This is an optimization exercise on Yosys and OpenROAD, whose aim is small area, a short achievable clock period and few clock cycles per item, not a production implementation. RTL that was checked went through simulation tests only; none was proved equivalent to the original. Power is estimated from default activity; no workload was simulated.

Setup of fjord:
Design json_key_value_extractor_core, start of the top module:
module json_key_value_extractor_core #(
   parameter int MaxKeyChars = jkv_pkg::MAX_KEY_CHARS_DEF
) (
   input  logic                            clock,
   input  logic                            reset,
   input  logic                            req_valid,
   output logic                            req_stall,
   input  logic [7:0]                      req_data_byte,
   input  logic                            req_last_byte,
   output logic                            rsp_valid,
   input  logic                            rsp_stall,
   output logic [1:0]                      rsp_item_kind,
   output logic [31:0]                     rsp_item_value,
   output logic [2:0]                      rsp_result_status,
   output logic                            rsp_end_of_run,
   input  logic                            csr_valid,
   output logic                            csr_ready,
   input  logic [jkv_pkg::CSR_IDX_W-1:0]   csr_index,
   input  logic [jkv_pkg::CSR_DATA_W-1:0]  csr_write_data
);
For scale: roughly 1900 cells after synthesis, about 0.016 mm2 of cells after synthesis.
clock: 10.0 ns
lec_check: 0
cap_margin: 20
core_margin: 2
core_utilization: 40
cts_buf_list: sky130_fd_sc_hd__clkbuf_8
cts_cluster_size: 20
slew_margin: 20
standard.sh (not shown) runs the stock make flow with config.mk's settings and CLKGATE_MAP_FILE= SYNTH_SCRIPT=/design/flow/synth_recipe.tcl, a recipe that flattens the netlist after the stock synthesis.
==> flow/flow/run.sh <==
#!/bin/bash
# Standard ORFS layout, with timing repair aimed at a shorter period than the clock's
# (the SDC is unchanged; only the resizer's setup margin is raised), and plain buffers
# on the ports.
set -euo pipefail
MARGIN=$(cat flow/margin.txt)
bash standard.sh SETUP_SLACK_MARGIN=$MARGIN "BUFFER_PORTS_ARGS=-buffer_cell sky130_fd_sc_hd__buf_1" finish > standard_flow.log 2>&1
==> flow/flow/margin.txt <==
6.5
The following lists how garnet was set up differently from fjord:
==> flow/flow/run.sh <==
#!/bin/bash
# Standard ORFS layout, with timing repair aimed at a shorter period than the clock's
# (the SDC is unchanged; only the resizer's setup margin is raised), plain buffers on the
# ports, and no full-adder cell extraction in synthesis (registers are unchanged).
set -euo pipefail
MARGIN=$(cat flow/margin.txt)
bash standard.sh SETUP_SLACK_MARGIN=$MARGIN "BUFFER_PORTS_ARGS=-buffer_cell sky130_fd_sc_hd__buf_1" ADDER_MAP_FILE= finish > standard_flow.log 2>&1
==> flow/flow/margin.txt <==
6.8
Notes after the runs:
Slack of the critical path: garnet vs fjord up 280 ps. garnet vs. fjord: total power grew by 0.10 mW; total of clock buffers placed in the layout shrank by 8; post-synth net total grew by 363. Taking fjord as the reference, in garnet hold slack up 16 ps; clock skew held steady; post-synthesis mux area share increased by 0.26 points relative to the old numbers; share of total power in the clock network went down. Number of inverters outside the clock class in the layout on garnet is up relative to fjord. Relative to fjord, the clock buffer count from CTS measured on garnet has decreased by a few percent. Compared with fjord, garnet shows total of plain and repair buffers excluding clock buffers higher by 112.
No run of this note included a check of the RTL's function; only the layout flow was run.

========
json_key_value_extractor_core, a different RTL version from the one above (not shown whole).
Size: ~1900 cells after synthesis.
export LEC_CHECK = 0
export CAP_MARGIN = 20
export CORE_MARGIN = 2
export CORE_UTILIZATION = 40
export CTS_BUF_LIST = sky130_fd_sc_hd__clkbuf_16
export CTS_CLUSTER_DIAMETER = 150
export CTS_CLUSTER_SIZE = 25
export SLEW_MARGIN = 20
create_clock -name core_clock -period 10.0 [get_ports {clock}]
==> flow/flow/run.sh <==
#!/bin/bash
# Standard ORFS layout, with timing repair aimed at a shorter period than the clock's
# (the SDC is unchanged; only the resizer's setup margin is raised) and plain buffers on
# the ports.
set -euo pipefail
MARGIN=$(cat flow/margin.txt)
bash standard.sh SETUP_SLACK_MARGIN=$MARGIN "BUFFER_PORTS_ARGS=-buffer_cell sky130_fd_sc_hd__buf_1"  finish > standard_flow.log 2>&1
==> flow/flow/margin.txt <==
6.5
Testbench counts at the start, summed over its fixed seeds: cycles 202,844, bytes 201,750.
Rerun with:
==> flow/flow/margin.txt (replaced) <==
6.95
The new run finished with timing, DRC and antenna clean. Worst hold slack stays flat. Utilization rose by 3.2 points. Wire length rose by 9.3%. Final area rose by 7.3%. Via count rose by 4.1%. Power rose by 1.7%. Die area is unchanged. Sequential share of layout area fell by 1.8 points. Sequential power is about the same.
Rerun with:
==> flow/flow/margin.txt (replaced) <==
6.8
After rerunning: The new run went through all stages and came out clean. Core utilization went down by 2.2 points. Setup slack degrades by 0.14 ns. Sequential cell count stays the same. First-iteration DRC count went down by 15%. Clock power went down by about 2%. Area after synthesis is unchanged. Die area stays the same.
Rerun with:
==> flow/flow/margin.txt (replaced) <==
7.1
Power is higher slightly.
Worst setup slack is better by 0.16 ns.
Global-route usage goes up by 1.1 points.
Wire length grows by a few percent.

========
json_key_value_extractor_core, a different RTL version from the one above (not shown whole).
Size in the first run: about 280 flip-flops, roughly 120 I/O pins, about 15000 um^2 of cells after synthesis.
export LEC_CHECK = 0
export CAP_MARGIN = 20
export CORE_MARGIN = 2
export CORE_UTILIZATION = 40
export CTS_BUF_LIST = sky130_fd_sc_hd__clkbuf_16
export CTS_CLUSTER_DIAMETER = 150
export CTS_CLUSTER_SIZE = 25
export SLEW_MARGIN = 20
create_clock -name core_clock -period 10.0 [get_ports {clock}]
==> flow/flow/margin.txt <==
6.3
Scripts as last shown in full above: flow/flow/run.sh
The first run completed with no timing, DRC or antenna violations.
Testbench counts at the start, summed over its fixed seeds: cycles 202,844, bytes 201,750.
Next try:
==> flow/flow/margin.txt (replaced) <==
6.5
The new run produced a clean layout.
Wire length is higher by about 1.2%.
Worst setup slack gains 0.033 ns.
Utilization climbs by 0.30 points.
Final area came out higher by about 0.7%.
Die area does not change.
Sequential share of layout area drops by 0.23 points.
Clock-buffer cell count does not change.
Synthesized area stays the same.
Total power barely changes.
Final cell count stays flat.

========
Another version of the RTL of json_key_value_extractor_core (not shown whole).
Size in the first run: roughly 1,900 cells after synthesis, about 280 flip-flops.
Settings: LEC_CHECK=0, CAP_MARGIN=20, CORE_MARGIN=2, CORE_UTILIZATION=40, CTS_BUF_LIST=sky130_fd_sc_hd__clkbuf_16, CTS_CLUSTER_DIAMETER=150, CTS_CLUSTER_SIZE=25, SLEW_MARGIN=20; clock period 10.0 ns.
==> flow/flow/margin.txt <==
6.9
Scripts as last shown in full above: flow/flow/run.sh
Testbench counts at the start, summed over its fixed seeds: cycles 202,262, bytes 201,750.
Then changed:
==> flow/flow/margin.txt (replaced) <==
6.8
- CORE_UTILIZATION: 40 -> 50
- PLACE_DENSITY: unset -> 0.7
Outcome: The changed run completed without violations; final area went down by 3.1%; clock-buffer cell count does not change; utilization rises by 9.5 points; first-iteration DRC count is higher by 15%; power came out lower by 0.48%; register-to-register slack stays flat; hold slack degrades by 7.1 ps; final cell count went down by 3.9%; sequential power hardly moves; area after synthesis is unchanged; worst setup slack barely changes.
Then changed:
- ABC_AREA: unset -> 1
- CORE_UTILIZATION: 50 -> 40
- PLACE_DENSITY: 0.7 -> unset
After rerunning:
- The changed run completed with no timing, DRC or antenna violations
- count of clock-buffer cells in the layout stays the same
- wire length goes up by 24%
- final area rose by 4.0%

========
Setup of the reference run:
json_key_value_extractor_core with an RTL version that a note above also has.
Size: roughly 1,900 cells after synthesis, ~270 flip-flops, about 120 I/O pins, ~16,000 um^2 of cells after synthesis.
clock: 10.0 ns
lec_check: 0
cap_margin: 20
core_margin: 2
core_utilization: 40
slew_margin: 20
==> flow/flow/run.sh <==
#!/bin/bash
# Standard ORFS layout, with timing repair aimed at a shorter period than the clock's
# (the SDC is unchanged; only the resizer's setup margin is raised), and plain buffers
# on the ports.
set -euo pipefail
MARGIN=$(cat flow/margin.txt)
bash standard.sh SETUP_SLACK_MARGIN=$MARGIN "BUFFER_PORTS_ARGS=-buffer_cell sky130_fd_sc_hd__buf_1" finish > standard_flow.log 2>&1
==> flow/flow/margin.txt <==
6.5
Edits applied to the flow inputs when going from the reference run to the trial run:
==> flow/flow/run.sh <==
#!/bin/bash
# Standard ORFS layout, with timing repair aimed at a shorter period than the clock's
# (the SDC is unchanged; only the resizer's setup margin is raised).
set -euo pipefail
MARGIN=$(cat flow/margin.txt)
bash standard.sh SETUP_SLACK_MARGIN=$MARGIN finish > standard_flow.log 2>&1
--- outcome ---
- Summary: with the reference run as the reference, count of clock-buffer cells in the layout in the trial run moved down by a few percent.
- On the trial run: initial antenna violation count is 1 higher than what the reference run gave.
- Diff the reference run and the trial run: final worst-path cycle share higher in the trial run
No functional check of the RTL was part of any run of this note.

========
Another version of the RTL of json_key_value_extractor_core (not shown whole).
Size in the first run: about 1800 cells after synthesis, about 15000 µm² of cells after synthesis.
export LEC_CHECK = 0
export CAP_MARGIN = 20
export CORE_MARGIN = 2
export CORE_UTILIZATION = 40
export CTS_BUF_LIST = sky130_fd_sc_hd__clkbuf_8
export CTS_CLUSTER_SIZE = 20
export SLEW_MARGIN = 20
create_clock -name core_clock -period 10.0 [get_ports {clock}]
==> flow/flow/run.sh <==
#!/bin/bash
# Standard ORFS layout, with timing repair aimed at a shorter period than the clock's
# (the SDC is unchanged; only the resizer's setup margin is raised) and plain buffers on
# the ports.
set -euo pipefail
MARGIN=$(cat flow/margin.txt)
bash standard.sh SETUP_SLACK_MARGIN=$MARGIN "BUFFER_PORTS_ARGS=-buffer_cell sky130_fd_sc_hd__buf_1"  finish > standard_flow.log 2>&1
==> flow/flow/margin.txt <==
6.8
The starting point ran to the end with no violations.
Testbench counts at the start, summed over its fixed seeds: cycles 202,844, bytes 201,750.
Next try:
==> flow/flow/margin.txt (replaced) <==
6.5
Settings changed: CORE_UTILIZATION 40 to 60.
The changed run completed without violations.
Global-route usage is higher by 9.4 points.
Via count is lower by 1.9%.
Die area is lower by 33%.

========
RTL: one of the versions met above, not the one the previous note started from.
Size in the first run: roughly 1900 cells after synthesis, ~120 I/O pins, roughly 15000 um2 of cells after synthesis.
export LEC_CHECK = 0
export CAP_MARGIN = 20
export CORE_MARGIN = 2
export CORE_UTILIZATION = 40
export CTS_BUF_LIST = sky130_fd_sc_hd__clkbuf_16
export CTS_CLUSTER_DIAMETER = 100
export CTS_CLUSTER_SIZE = 20
export SLEW_MARGIN = 20
create_clock -name core_clock -period 10.0 [get_ports {clock}]
==> flow/flow/margin.txt <==
6.8
Scripts as last shown in full above: flow/flow/run.sh
Testbench counts at the start, summed over its fixed seeds: cycles 202,262, bytes 201,750.
Edit:
Settings changed: CTS_CLUSTER_DIAMETER 100 to 150, CTS_CLUSTER_SIZE 20 to 25.
Result:
- combinational power stays flat
- area after synthesis is unchanged
- final area is about the same
- count of clock-buffer cells in the layout drops by 3
- setup slack improved by 9.7 ps
- total power drops by a few percent
- sequential share of layout area hardly moves

========
RTL: one of the versions met above, not the one the previous note started from.
Size: roughly 1800 cells after synthesis, roughly 280 flip-flops, roughly 120 I/O pins, ~15000 um2 of cells after synthesis.
==> flow/config.mk <==
export PLATFORM = sky130hd
export DESIGN_NAME = json_key_value_extractor_core
export DESIGN_NICKNAME = json_key_value_extractor_core
export VERILOG_FILES = /design/flow/design.v
export SDC_FILE = /design/flow/constraint.sdc
export NUM_CORES = 4
export LEC_CHECK = 0
export CAP_MARGIN = 20
export CORE_MARGIN = 2
export CORE_UTILIZATION = 40
export CTS_BUF_LIST = sky130_fd_sc_hd__clkbuf_16
export CTS_CLUSTER_DIAMETER = 150
export CTS_CLUSTER_SIZE = 25
export SLEW_MARGIN = 20
==> flow/constraint.sdc <==
create_clock -name core_clock -period 10.0 [get_ports {clock}]
set_input_delay 2.0000 -clock core_clock [delete_from_list [all_inputs] [get_ports {clock}]]
set_output_delay 2.0000 -clock core_clock [all_outputs]
set_load 0.01 [all_outputs]
==> flow/flow/margin.txt <==
6.5
Scripts as last shown in full above: flow/flow/run.sh
Testbench counts at the start, summed over its fixed seeds: cycles 202,844, bytes 201,750.
Next try:
Settings changed: CTS_BUF_LIST sky130_fd_sc_hd__clkbuf_16 to sky130_fd_sc_hd__clkbuf_8, CTS_CLUSTER_DIAMETER 150 to unset, CTS_CLUSTER_SIZE 25 to 20.
Outcome:
- The new run produced a clean layout
- worst hold slack loses 0.0049 ns
- final area went up by about 3%
- total power went up by about 16%

what the ideal ports hide:
How much do the figures lean on ideal ports? The routed layouts below were timed once more, with nothing changed but the port constraints. Step 1 (the two cells are an assumption about what drives the block):
set clk [get_ports {clock}]
set_driving_cell -lib_cell sky130_fd_sc_hd__clkbuf_16 $clk
set_driving_cell -lib_cell sky130_fd_sc_hd__buf_2 [delete_from_list [all_inputs] $clk]
Step 2 also shifts input and output timing later by t, the mid clock arrival at the registers, as if the neighbouring blocks saw the same clock. Three values: no drivers, after step 1, after step 2; two values: the first two.
run	t, ns	slack for setup (ns)	worst register clock-pin slew, ns
fjord	0.658	6.454 / 6.454 / 6.131	0.07 / 0.07
garnet	0.606	6.738 / 6.693 / 6.237	0.07 / 0.07
the first run of note 2	0.551	6.595 / 6.552 / 6.070	0.11 / 0.11
the second run of note 2	0.560	6.917 / 6.888 / 6.435	0.11 / 0.11
the third run of note 2	0.550	6.781 / 6.754 / 6.265	0.11 / 0.11
the fourth run of note 2	0.543	6.937 / 6.937 / 6.477	0.11 / 0.11
the first run of note 3	0.550	6.428 / 6.428 / 6.006	0.11 / 0.11
the second run of note 3	0.547	6.462 / 6.462 / 6.109	0.11 / 0.11
the first run of note 4	0.551	6.824 / 6.824 / 6.448	0.11 / 0.11
the second run of note 4	0.540	6.822 / 6.806 / 6.353	0.11 / 0.11
the third run of note 4	0.561	6.844 / 6.791 / 6.356	0.12 / 0.12
the reference run	0.619	6.447 / 6.447 / 6.083	0.07 / 0.07
the trial run	0.637	6.357 / 6.357 / 5.929	0.07 / 0.07
the first run of note 6	0.615	6.504 / 6.504 / 6.277	0.06 / 0.06
the second run of note 6	0.600	6.480 / 6.480 / 6.061	0.07 / 0.07
the first run of note 7	0.569	6.835 / 6.784 / 6.368	0.10 / 0.10
the second run of note 7	0.550	6.845 / 6.793 / 6.386	0.11 / 0.11
the first run of note 8	0.553	6.506 / 6.506 / 6.131	0.11 / 0.11
the second run of note 8	0.617	6.509 / 6.509 / 6.095	0.06 / 0.06
After both steps setup and hold are still met in every run listed. For the first run of note 2, which loses most, drivers alone change the setup slack by -0.043 ns; drivers and shift together by -0.525 ns.
